This is an optimization exercise on Yosys and OpenROAD, whose aim is small area, a short achievable clock period and few clock cycles per item, not a production implementation.
RTL that was checked went through simulation tests only; none was proved equivalent to the original.
No activity file was given, so power comes from the tool's default toggle rates.

## job 6160
==> flow/design.v <==
package instr_mem_pkg;
  typedef enum logic {
    CLEAR = 1'b0,
    RUN   = 1'b1
  } state_t;
  localparam int FAULT_W        = 2;
  localparam int FAULT_MISALIGN = 0;
  localparam int FAULT_RANGE    = 1;
endpackage
module instr_mem_array #(
  parameter int XLEN  = 32,
  parameter int DEPTH = 64
) (
  input  logic             i_clk,
  input  logic [DEPTH-1:0] i_we_row,
  input  logic [XLEN-1:0]  i_wdata,
  input  logic [DEPTH-1:0] i_rsel,
  output logic [XLEN-1:0]  o_rdata
);
  logic [XLEN-1:0] r_mem [DEPTH];
  always_ff @(posedge i_clk) begin
    for (int i = 0; i < DEPTH; i++) begin
      if (i_we_row[i]) begin
        r_mem[i] <= i_wdata;
      end
    end
  end
  always_comb begin
    o_rdata = '0;
    for (int i = 0; i < DEPTH; i++) begin
      o_rdata = o_rdata | (r_mem[i] & {XLEN{i_rsel[i]}});
    end
  end
endmodule
module instr_mem_ctrl #(
  parameter int XLEN   = 32,
  parameter int DEPTH  = 64,
  parameter int ADDR_W = 32,
  localparam int IDX_W = $clog2(DEPTH)
) (
  input  logic               i_clk,
  input  logic               i_rst,
  input  logic               i_clear,
  output logic               o_busy,
  input  logic               i_req_valid,
  output logic               o_req_ready,
  input  logic [ADDR_W-1:0]  i_req_addr,
  output logic               o_rsp_valid,
  input  logic               i_rsp_ready,
  output logic [XLEN-1:0]    o_rsp_instr,
  output logic [instr_mem_pkg::FAULT_W-1:0] o_rsp_fault,
  input  logic               i_wr_en,
  input  logic [ADDR_W-1:0]  i_wr_addr,
  input  logic [XLEN-1:0]    i_wr_data
);
  localparam int RSP_W = XLEN + instr_mem_pkg::FAULT_W;
  localparam int QN    = 4;    
  logic                 r_busy;
  logic                 r_busy_port;
  logic                 r_ready;
  logic [DEPTH-1:0]     r_we_row;
  logic [XLEN-1:0]      r_wdata;
  logic                 r_sel_valid;
  logic [DEPTH-1:0]     r_rsel;
  logic [instr_mem_pkg::FAULT_W-1:0] r_sel_fault;
  logic                 r_rd_valid;
  logic [RSP_W-1:0]     r_rd;
  logic [QN-1:0]        r_q_valid;
  logic                 r_q0_valid_port;
  logic [RSP_W-1:0]     r_q [QN];
  logic                 w_req_misalign;
  logic                 w_req_range;
  logic                 w_wr_range;
  logic                 w_wr_go;
  logic                 w_clear_go;
  logic                 w_start;
  logic                 w_busy_next;
  logic                 w_req_fire;
  logic                 w_sel_valid_next;
  logic                 w_rd_valid_next;
  logic                 w_shift;
  logic [QN:0]          w_qv;           
  logic [QN-1:0]        w_q_valid_next;
  logic [2:0]           w_taken;        
  logic                 w_unused;
  logic [XLEN-1:0]      w_rdata;
  assign w_req_misalign = |i_req_addr[1:0];
  assign w_req_range    = |i_req_addr[ADDR_W-1:IDX_W+2];
  assign w_wr_range     = |i_wr_addr[ADDR_W-1:IDX_W+2];
  assign w_unused       = ^i_wr_addr[1:0];
  assign w_clear_go  = !r_busy && i_clear;
  assign w_start     = i_rst || w_clear_go;
  assign w_busy_next = w_start || (r_busy && !r_we_row[DEPTH-1]);
  assign w_wr_go     = i_wr_en && !w_wr_range && !r_busy && !i_clear && !i_rst;
  always_ff @(posedge i_clk) begin
    r_busy      <= w_busy_next;
    r_busy_port <= w_busy_next;
    for (int i = 0; i < DEPTH; i++) begin
      r_we_row[i] <= (w_wr_go && (i_wr_addr[IDX_W+1:2] == IDX_W'(i)))
                   || ((i == 0) ? w_start : (r_busy && !i_rst && r_we_row[(i + DEPTH - 1) % DEPTH]));
    end
    r_wdata <= w_busy_next ? '0 : i_wr_data;
  end
  assign w_req_fire       = i_req_valid && r_ready;
  assign w_sel_valid_next = w_req_fire && !w_start;
  assign w_rd_valid_next  = r_sel_valid && !w_start;
  always_ff @(posedge i_clk) begin
    r_sel_valid <= w_sel_valid_next;
    r_sel_fault <= {w_req_range, w_req_misalign};
    for (int i = 0; i < DEPTH; i++) begin
      r_rsel[i] <= (i_req_addr[IDX_W+1:2] == IDX_W'(i)) && !w_req_misalign && !w_req_range;
    end
    r_rd_valid <= w_rd_valid_next;
    r_rd       <= {r_sel_fault, w_rdata};
  end
  instr_mem_array #(
    .XLEN  (XLEN),
    .DEPTH (DEPTH)
  ) u_array (
    .i_clk    (i_clk),
    .i_we_row (r_we_row),
    .i_wdata  (r_wdata),
    .i_rsel   (r_rsel),
    .o_rdata  (w_rdata)
  );
  assign w_shift = !r_q_valid[0] || i_rsp_ready;
  assign w_qv    = {1'b0, r_q_valid};
  always_comb begin
    for (int k = 0; k < QN; k++) begin
      if (w_shift) begin
        w_q_valid_next[k] = w_qv[k+1] || ((k == 0 || w_qv[k]) && r_rd_valid);
      end else begin
        w_q_valid_next[k] = w_qv[k] || ((k != 0 && w_qv[(k + QN - 1) % QN]) && r_rd_valid);
      end
      if (w_start) begin
        w_q_valid_next[k] = 1'b0;
      end
    end
    w_taken = 3'(w_q_valid_next[0]) + 3'(w_q_valid_next[1]) + 3'(w_q_valid_next[2])
            + 3'(w_q_valid_next[3]) + 3'(w_rd_valid_next) + 3'(w_sel_valid_next);
  end
  always_ff @(posedge i_clk) begin
    r_q_valid       <= w_q_valid_next;
    r_q0_valid_port <= w_q_valid_next[0];
    r_ready <= !w_busy_next && (w_taken < 3'(QN));
    for (int k = 0; k < QN; k++) begin
      if (w_shift) begin
        if (k + 1 < QN && w_qv[k+1]) r_q[k] <= r_q[(k + 1) % QN];
        else                         r_q[k] <= r_rd;
      end else if (k != 0 && !w_qv[k]) begin
        r_q[k] <= r_rd;
      end
    end
  end
  assign o_busy      = r_busy_port;
  assign o_req_ready = r_ready;
  assign o_rsp_valid = r_q0_valid_port;
  assign o_rsp_fault = r_q[0][XLEN +: instr_mem_pkg::FAULT_W];
  assign o_rsp_instr = r_q[0][XLEN-1:0];
endmodule
Settings: LEC_CHECK=0, CAP_MARGIN=20, CORE_MARGIN=2, CORE_UTILIZATION=60, CTS_CLUSTER_DIAMETER=100, CTS_CLUSTER_SIZE=30, SETUP_SLACK_MARGIN=1.9, SLEW_MARGIN=20, TNS_END_PERCENT=100; clock period 4.0 ns.
run.sh (not shown) runs the stock make flow with config.mk's settings and CLKGATE_MAP_FILE= SYNTH_SCRIPT=/design/flow/synth_recipe.tcl, a recipe that flattens the netlist after the stock synthesis.
--- input diff job 6160..job 5777 ---
--- a/flow/design.v
+++ b/flow/design.v
@@ -15,7 +15,8 @@
   input  logic [DEPTH-1:0] i_we_row,
   input  logic [XLEN-1:0]  i_wdata,
   input  logic [DEPTH-1:0] i_rsel,
-  output logic [XLEN-1:0]  o_rdata
+  output logic [XLEN-1:0]  o_rdata_lo,
+  output logic [XLEN-1:0]  o_rdata_hi
 );
   logic [XLEN-1:0] r_mem [DEPTH];
   always_ff @(posedge i_clk) begin
@@ -26,9 +27,11 @@
     end
   end
   always_comb begin
-    o_rdata = '0;
-    for (int i = 0; i < DEPTH; i++) begin
-      o_rdata = o_rdata | (r_mem[i] & {XLEN{i_rsel[i]}});
+    o_rdata_lo = '0;
+    o_rdata_hi = '0;
+    for (int i = 0; i < DEPTH / 2; i++) begin
+      o_rdata_lo = o_rdata_lo | (r_mem[i] & {XLEN{i_rsel[i]}});
+      o_rdata_hi = o_rdata_hi | (r_mem[i + DEPTH / 2] & {XLEN{i_rsel[i + DEPTH / 2]}});
     end
   end
 endmodule
@@ -64,7 +67,10 @@
   logic [DEPTH-1:0]     r_rsel;
   logic [instr_mem_pkg::FAULT_W-1:0] r_sel_fault;
   logic                 r_rd_valid;
-  logic [RSP_W-1:0]     r_rd;
+  logic [instr_mem_pkg::FAULT_W-1:0] r_rd_fault;
+  logic [XLEN-1:0]      r_rd_lo;
+  logic [XLEN-1:0]      r_rd_hi;
+  logic [RSP_W-1:0]     w_rd;
   logic [QN-1:0]        r_q_valid;
   logic                 r_q0_valid_port;
   logic [RSP_W-1:0]     r_q [QN];
@@ -83,7 +89,8 @@
   logic [QN-1:0]        w_q_valid_next;
   logic [2:0]           w_taken;        
   logic                 w_unused;
-  logic [XLEN-1:0]      w_rdata;
+  logic [XLEN-1:0]      w_rdata_lo;
+  logic [XLEN-1:0]      w_rdata_hi;
   assign w_req_misalign = |i_req_addr[1:0];
   assign w_req_range    = |i_req_addr[ADDR_W-1:IDX_W+2];
   assign w_wr_range     = |i_wr_addr[ADDR_W-1:IDX_W+2];
@@ -111,7 +118,9 @@
       r_rsel[i] <= (i_req_addr[IDX_W+1:2] == IDX_W'(i)) && !w_req_misalign && !w_req_range;
     end
     r_rd_valid <= w_rd_valid_next;
-    r_rd       <= {r_sel_fault, w_rdata};
+    r_rd_fault <= r_sel_fault;
+    r_rd_lo    <= w_rdata_lo;
+    r_rd_hi    <= w_rdata_hi;
   end
   instr_mem_array #(
     .XLEN  (XLEN),
@@ -121,8 +130,10 @@
     .i_we_row (r_we_row),
     .i_wdata  (r_wdata),
     .i_rsel   (r_rsel),
-    .o_rdata  (w_rdata)
+    .o_rdata_lo (w_rdata_lo),
+    .o_rdata_hi (w_rdata_hi)
   );
+  assign w_rd = {r_rd_fault, r_rd_lo | r_rd_hi};
   assign w_shift = !r_q_valid[0] || i_rsp_ready;
   assign w_qv    = {1'b0, r_q_valid};
   always_comb begin
@@ -146,9 +157,9 @@
     for (int k = 0; k < QN; k++) begin
       if (w_shift) begin
         if (k + 1 < QN && w_qv[k+1]) r_q[k] <= r_q[(k + 1) % QN];
-        else                         r_q[k] <= r_rd;
+        else                         r_q[k] <= w_rd;
       end else if (k != 0 && !w_qv[k]) begin
-        r_q[k] <= r_rd;
+        r_q[k] <= w_rd;
       end
     end
   end
==> run summary <==
- Against job 6160, job 5777 comes in 192 higher on count of multi-input combinational gates.
- Signed area change from the synthesized netlist to the final layout was higher in the run labelled job 6160.
- Internal power grows slightly when moving from job 6160 to job 5777.
- Endpoint of the worst setup timing path: r_rd[14] -> job 6160, r_ready -> job 5777
- Job 6160 → job 5777: setup slack up 250 ps, die area up about 0.5%, achievable clock frequency up 0.038 GHz.
- Diff job 5777..job 6160 | area fraction of clock buffers and clock inverters | negligible
- Run comparison: job 5777 slowest stage cell on the critical path sky130_fd_sc_hd__fa_1; job 6160 slowest stage cell on the critical path sky130_fd_sc_hd__nand4_1
- Sort job 6160 and job 5777 by detailed-routing wirelength on met1 desc -> top: job 5777
- Taking job 6160 as the reference, in job 5777 final hold slack shows a reduction of 120 ps; tapcell count shows an increase of about 4.6%; wire length shows an increase of about 13%; register-to-register slack shows an increase of 250 ps.
No run of this note included a check of the RTL's function; only the layout flow was run.

========
instr_mem_ctrl, a different RTL version from the one above (not shown whole).
For scale: about 2500 flip-flops, roughly 140 I/O pins.
==> module instr_mem_ctrl, before the edit <==
module instr_mem_ctrl #(
  parameter int XLEN   = 32,
  parameter int DEPTH  = 64,
  parameter int ADDR_W = 32,
  localparam int IDX_W = $clog2(DEPTH)
) (
  input  logic               i_clk,
  input  logic               i_rst,
  input  logic               i_clear,
  output logic               o_busy,
  input  logic               i_req_valid,
  output logic               o_req_ready,
  input  logic [ADDR_W-1:0]  i_req_addr,
  output logic               o_rsp_valid,
  input  logic               i_rsp_ready,
  output logic [XLEN-1:0]    o_rsp_instr,
  output logic [instr_mem_pkg::FAULT_W-1:0] o_rsp_fault,
  input  logic               i_wr_en,
  input  logic [ADDR_W-1:0]  i_wr_addr,
  input  logic [XLEN-1:0]    i_wr_data
);
  localparam int RSP_W  = XLEN + instr_mem_pkg::FAULT_W;
  localparam int FN     = 4;           
  localparam int GROUPS = 2;           
  logic                 r_busy;
  logic                 r_run;
  logic                 r_ready;       
  logic                 r_stall;       
  logic [FN-1:0]        r_inflight;    
  logic [DEPTH-1:0]     r_we_row;
  logic [XLEN-1:0]      r_wdata;
  logic                 r_sel_valid;
  logic [DEPTH-1:0]     r_rsel;
  logic [instr_mem_pkg::FAULT_W-1:0] r_sel_fault;
  logic                 r_rd_valid;
  logic [instr_mem_pkg::FAULT_W-1:0] r_rd_fault;
  logic [GROUPS*XLEN-1:0] r_rd;
  logic                 r_out_valid;
  logic                 r_out_empty;
  logic [RSP_W-1:0]     r_out;
  logic [RSP_W-1:0]     r_fifo [FN];
  logic [FN-1:0]        r_head;        
  logic [1:0]           r_tail;
  logic [FN-1:1]        r_fifo_cnt;    
  logic [FN-1:0]        w_fifo_cnt;
  logic                 w_req_misalign;
  logic                 w_req_range;
  logic                 w_wr_range;
  logic                 w_wr_go;
  logic                 w_clear_go;
  logic                 w_start;
  logic                 w_busy_next;
  logic                 w_req_fire;
  logic                 w_rsp_fire;
  logic [FN-1:0]        w_head_next;
  logic [FN-1:0]        w_fifo_left;   
  logic [FN-1:0]        w_fifo_cnt_next;
  logic [FN-1:0]        w_inflight_next;
  logic                 w_unused;
  logic [GROUPS*XLEN-1:0] w_rdata;
  logic [XLEN-1:0]      w_rd_word;
  logic [RSP_W-1:0]     w_rd;
  logic [FN-1:0]        w_out_sel;     
  logic                 w_out_fifo;    
  logic [RSP_W-1:0]     w_out_entry;
  assign w_req_misalign = |i_req_addr[1:0];
  assign w_req_range    = |i_req_addr[ADDR_W-1:IDX_W+2];
  assign w_wr_range     = |i_wr_addr[ADDR_W-1:IDX_W+2];
  assign w_unused       = ^i_wr_addr[1:0];
  assign w_clear_go  = r_run && i_clear;
  assign w_start     = i_rst || w_clear_go;
  assign w_busy_next = w_start || (!r_run && !r_we_row[DEPTH-1]);
  assign w_wr_go     = i_wr_en && !w_wr_range && r_run && !i_clear && !i_rst;
  always_ff @(posedge i_clk) begin
    r_busy <= w_busy_next;
    r_run  <= !w_busy_next;
    for (int i = 0; i < DEPTH; i++) begin
      r_we_row[i] <= (w_wr_go && (i_wr_addr[IDX_W+1:2] == IDX_W'(i)))
                   || ((i == 0) ? w_start : (!r_run && !i_rst && r_we_row[(i + DEPTH - 1) % DEPTH]));
    end
    r_wdata <= w_busy_next ? '0 : i_wr_data;
  end
  assign w_req_fire = i_req_valid && !r_stall;
  assign w_rsp_fire = !r_out_empty && i_rsp_ready;
  always_ff @(posedge i_clk) begin
    r_sel_valid <= w_req_fire && !w_start;
    r_sel_fault <= {w_req_range, w_req_misalign};
    for (int i = 0; i < DEPTH; i++) begin
      r_rsel[i] <= (i_req_addr[IDX_W+1:2] == IDX_W'(i)) && !w_req_misalign && !w_req_range;
    end
    r_rd_valid <= r_sel_valid && !w_start;
    r_rd_fault <= r_sel_fault;
    r_rd       <= w_rdata;
  end
  instr_mem_array #(
    .XLEN   (XLEN),
    .DEPTH  (DEPTH),
    .GROUPS (GROUPS)
  ) u_array (
    .i_clk    (i_clk),
    .i_we_row (r_we_row),
    .i_wdata  (r_wdata),
    .i_rsel   (r_rsel),
    .o_rdata  (w_rdata)
  );
  always_comb begin
    w_rd_word = '0;
    for (int g = 0; g < GROUPS; g++) begin
      w_rd_word = w_rd_word | r_rd[g*XLEN +: XLEN];
    end
  end
  assign w_rd = {r_rd_fault, w_rd_word};
  assign w_fifo_cnt      = {r_fifo_cnt, !r_out_empty};
  assign w_head_next     = w_rsp_fire ? {r_head[FN-2:0], r_head[FN-1]} : r_head;
  assign w_fifo_left     = w_rsp_fire ? (w_fifo_cnt >> 1) : w_fifo_cnt;
  assign w_fifo_cnt_next = r_rd_valid ? {w_fifo_left[FN-2:0], 1'b1} : w_fifo_left;
  always_comb begin
    w_inflight_next = r_inflight;
    if (w_req_fire && !w_rsp_fire) w_inflight_next = {r_inflight[FN-2:0], 1'b1};
    if (!w_req_fire && w_rsp_fire) w_inflight_next = r_inflight >> 1;
  end
  always_ff @(posedge i_clk) begin
    if (w_start) begin
      r_out_valid <= 1'b0;
      r_out_empty <= 1'b1;
      r_head      <= FN'(1);
      r_tail      <= '0;
      r_fifo_cnt  <= '0;
      r_inflight  <= '0;
      r_ready     <= 1'b0;
      r_stall     <= 1'b1;
    end else begin
      r_out_valid <= w_fifo_cnt_next[0];
      r_out_empty <= !w_fifo_cnt_next[0];
      r_head      <= w_head_next;
      if (r_rd_valid) r_tail <= r_tail + 1'b1;
      r_fifo_cnt  <= w_fifo_cnt_next[FN-1:1];
      r_inflight  <= w_inflight_next;
      r_ready     <= !w_busy_next && !w_inflight_next[FN-1];
      r_stall     <= w_busy_next || w_inflight_next[FN-1];
    end
  end
  assign w_out_sel  = i_rsp_ready ? {r_head[FN-2:0], r_head[FN-1]} : r_head;
  assign w_out_fifo = i_rsp_ready ? w_fifo_cnt[1] : w_fifo_cnt[0];
  always_comb begin
    w_out_entry = '0;
    for (int k = 0; k < FN; k++) begin
      w_out_entry = w_out_entry | (r_fifo[k] & {RSP_W{w_out_sel[k]}});
    end
  end
  always_ff @(posedge i_clk) begin
    r_out <= w_out_fifo ? w_out_entry : w_rd;
    for (int k = 0; k < FN; k++) begin
      if (r_rd_valid && r_tail == 2'(k)) begin
        r_fifo[k] <= w_rd;
      end
    end
  end
  assign o_busy      = r_busy;
  assign o_req_ready = r_ready;
  assign o_rsp_valid = r_out_valid;
  assign o_rsp_fault = r_out[XLEN +: instr_mem_pkg::FAULT_W];
  assign o_rsp_instr = r_out[XLEN-1:0];
endmodule
Settings: LEC_CHECK=0, CAP_MARGIN=20, CORE_MARGIN=2, CORE_UTILIZATION=70, CTS_CLUSTER_DIAMETER=100, CTS_CLUSTER_SIZE=30, SETUP_SLACK_MARGIN=2.1, SLEW_MARGIN=20, TNS_END_PERCENT=100; clock period 4.0 ns.
Testbench counts at the start, summed over its fixed seeds: cycles 24,024, items 24,000.
Rerun with:
--- a/flow/design.v
+++ b/flow/design.v
@@ -63,14 +63,16 @@
   localparam int GROUPS = 2;           
   logic                 r_busy;
   logic                 r_run;
   logic                 r_ready;       
   logic                 r_stall;       
   logic [FN-1:0]        r_inflight;    
-  logic [DEPTH-1:0]     r_we_row;
+  logic                 r_we;
+  logic [IDX_W-1:0]     r_widx;
   logic [XLEN-1:0]      r_wdata;
+  logic [DEPTH-1:0]     w_we_row;
   logic                 r_sel_valid;
   logic [DEPTH-1:0]     r_rsel;
   logic [instr_mem_pkg::FAULT_W-1:0] r_sel_fault;
   logic                 r_rd_valid;
   logic [instr_mem_pkg::FAULT_W-1:0] r_rd_fault;
   logic [GROUPS*XLEN-1:0] r_rd;
@@ -105,22 +107,31 @@
   assign w_req_misalign = |i_req_addr[1:0];
   assign w_req_range    = |i_req_addr[ADDR_W-1:IDX_W+2];
   assign w_wr_range     = |i_wr_addr[ADDR_W-1:IDX_W+2];
   assign w_unused       = ^i_wr_addr[1:0];
   assign w_clear_go  = r_run && i_clear;
   assign w_start     = i_rst || w_clear_go;
-  assign w_busy_next = w_start || (!r_run && !r_we_row[DEPTH-1]);
+  assign w_busy_next = w_start || (!r_run && (r_widx != IDX_W'(DEPTH - 1)));
   assign w_wr_go     = i_wr_en && !w_wr_range && r_run && !i_clear && !i_rst;
   always_ff @(posedge i_clk) begin
     r_busy <= w_busy_next;
     r_run  <= !w_busy_next;
+    r_we   <= w_busy_next || w_wr_go;
+    if (w_start) begin
+      r_widx <= '0;
+    end else if (!r_run) begin
+      r_widx <= r_widx + 1'b1;
+    end else begin
+      r_widx <= i_wr_addr[IDX_W+1:2];
+    end
+    r_wdata <= w_busy_next ? '0 : i_wr_data;
+  end
+  always_comb begin
     for (int i = 0; i < DEPTH; i++) begin
-      r_we_row[i] <= (w_wr_go && (i_wr_addr[IDX_W+1:2] == IDX_W'(i)))
-                   || ((i == 0) ? w_start : (!r_run && !i_rst && r_we_row[(i + DEPTH - 1) % DEPTH]));
-    end
-    r_wdata <= w_busy_next ? '0 : i_wr_data;
+      w_we_row[i] = r_we && (r_widx == IDX_W'(i));
+    end
   end
   assign w_req_fire = i_req_valid && !r_stall;
   assign w_rsp_fire = !r_out_empty && i_rsp_ready;
   always_ff @(posedge i_clk) begin
     r_sel_valid <= w_req_fire && !w_start;
     r_sel_fault <= {w_req_range, w_req_misalign};
@@ -134,13 +145,13 @@
   instr_mem_array #(
     .XLEN   (XLEN),
     .DEPTH  (DEPTH),
     .GROUPS (GROUPS)
   ) u_array (
     .i_clk    (i_clk),
-    .i_we_row (r_we_row),
+    .i_we_row (w_we_row),
     .i_wdata  (r_wdata),
     .i_rsel   (r_rsel),
     .o_rdata  (w_rdata)
   );
   always_comb begin
     w_rd_word = '0;
Effect: The new run completed without violations. Cell area grows by 1.4%. Routed wire length grows by 0.96%. Setup slack loses 0.045 ns. Global-route usage grows by 0.87 points. Clock skew shrinks by 0.019 ns. Fmax shrinks by 2.2%.
Function not checked in the second run of this note: the RTL went through the layout flow alone.

==> static timing again, ports no longer ideal <==
In the flow no input, the clock included, has a driving cell. The finished layouts below were timed again as built, in two steps.
Step 1, drivers: a clkbuf_16 drives i_clk and a buf_2 each remaining input, both assumed.
Step 2 times the ports against the registers' clock, not the clock port: input delays grow and output delays shrink by t, the midpoint of the rising clock arrivals with the driver on.
Slacks: ideal / step 1 / step 2; pairs: ideal / step 1.
run	shift t [ns]	setup WS [ns]	hold slack, ns	clock arrival spread, ns	pins driven straight from the clock port
job 6160	0.833	1.317 / 1.317 / 0.856	0.469 / 0.469 / 0.469	0.037 / 0.037	1
job 5777	0.824	1.567 / 1.567 / 0.867	0.348 / 0.348 / 0.348	0.028 / 0.027	1
the first run of note 2	0.806	1.991 / 1.909 / 1.338	0.347 / 0.347 / 0.347	0.050 / 0.051	1
the second run of note 2	0.824	1.946 / 1.870 / 1.353	0.342 / 0.342 / 0.342	0.033 / 0.033	1
After both steps setup and hold are still met in every run listed. The setup slack of job 5777, which loses most, moves by 0.000 ns with the drivers and by -0.700 ns with both steps.
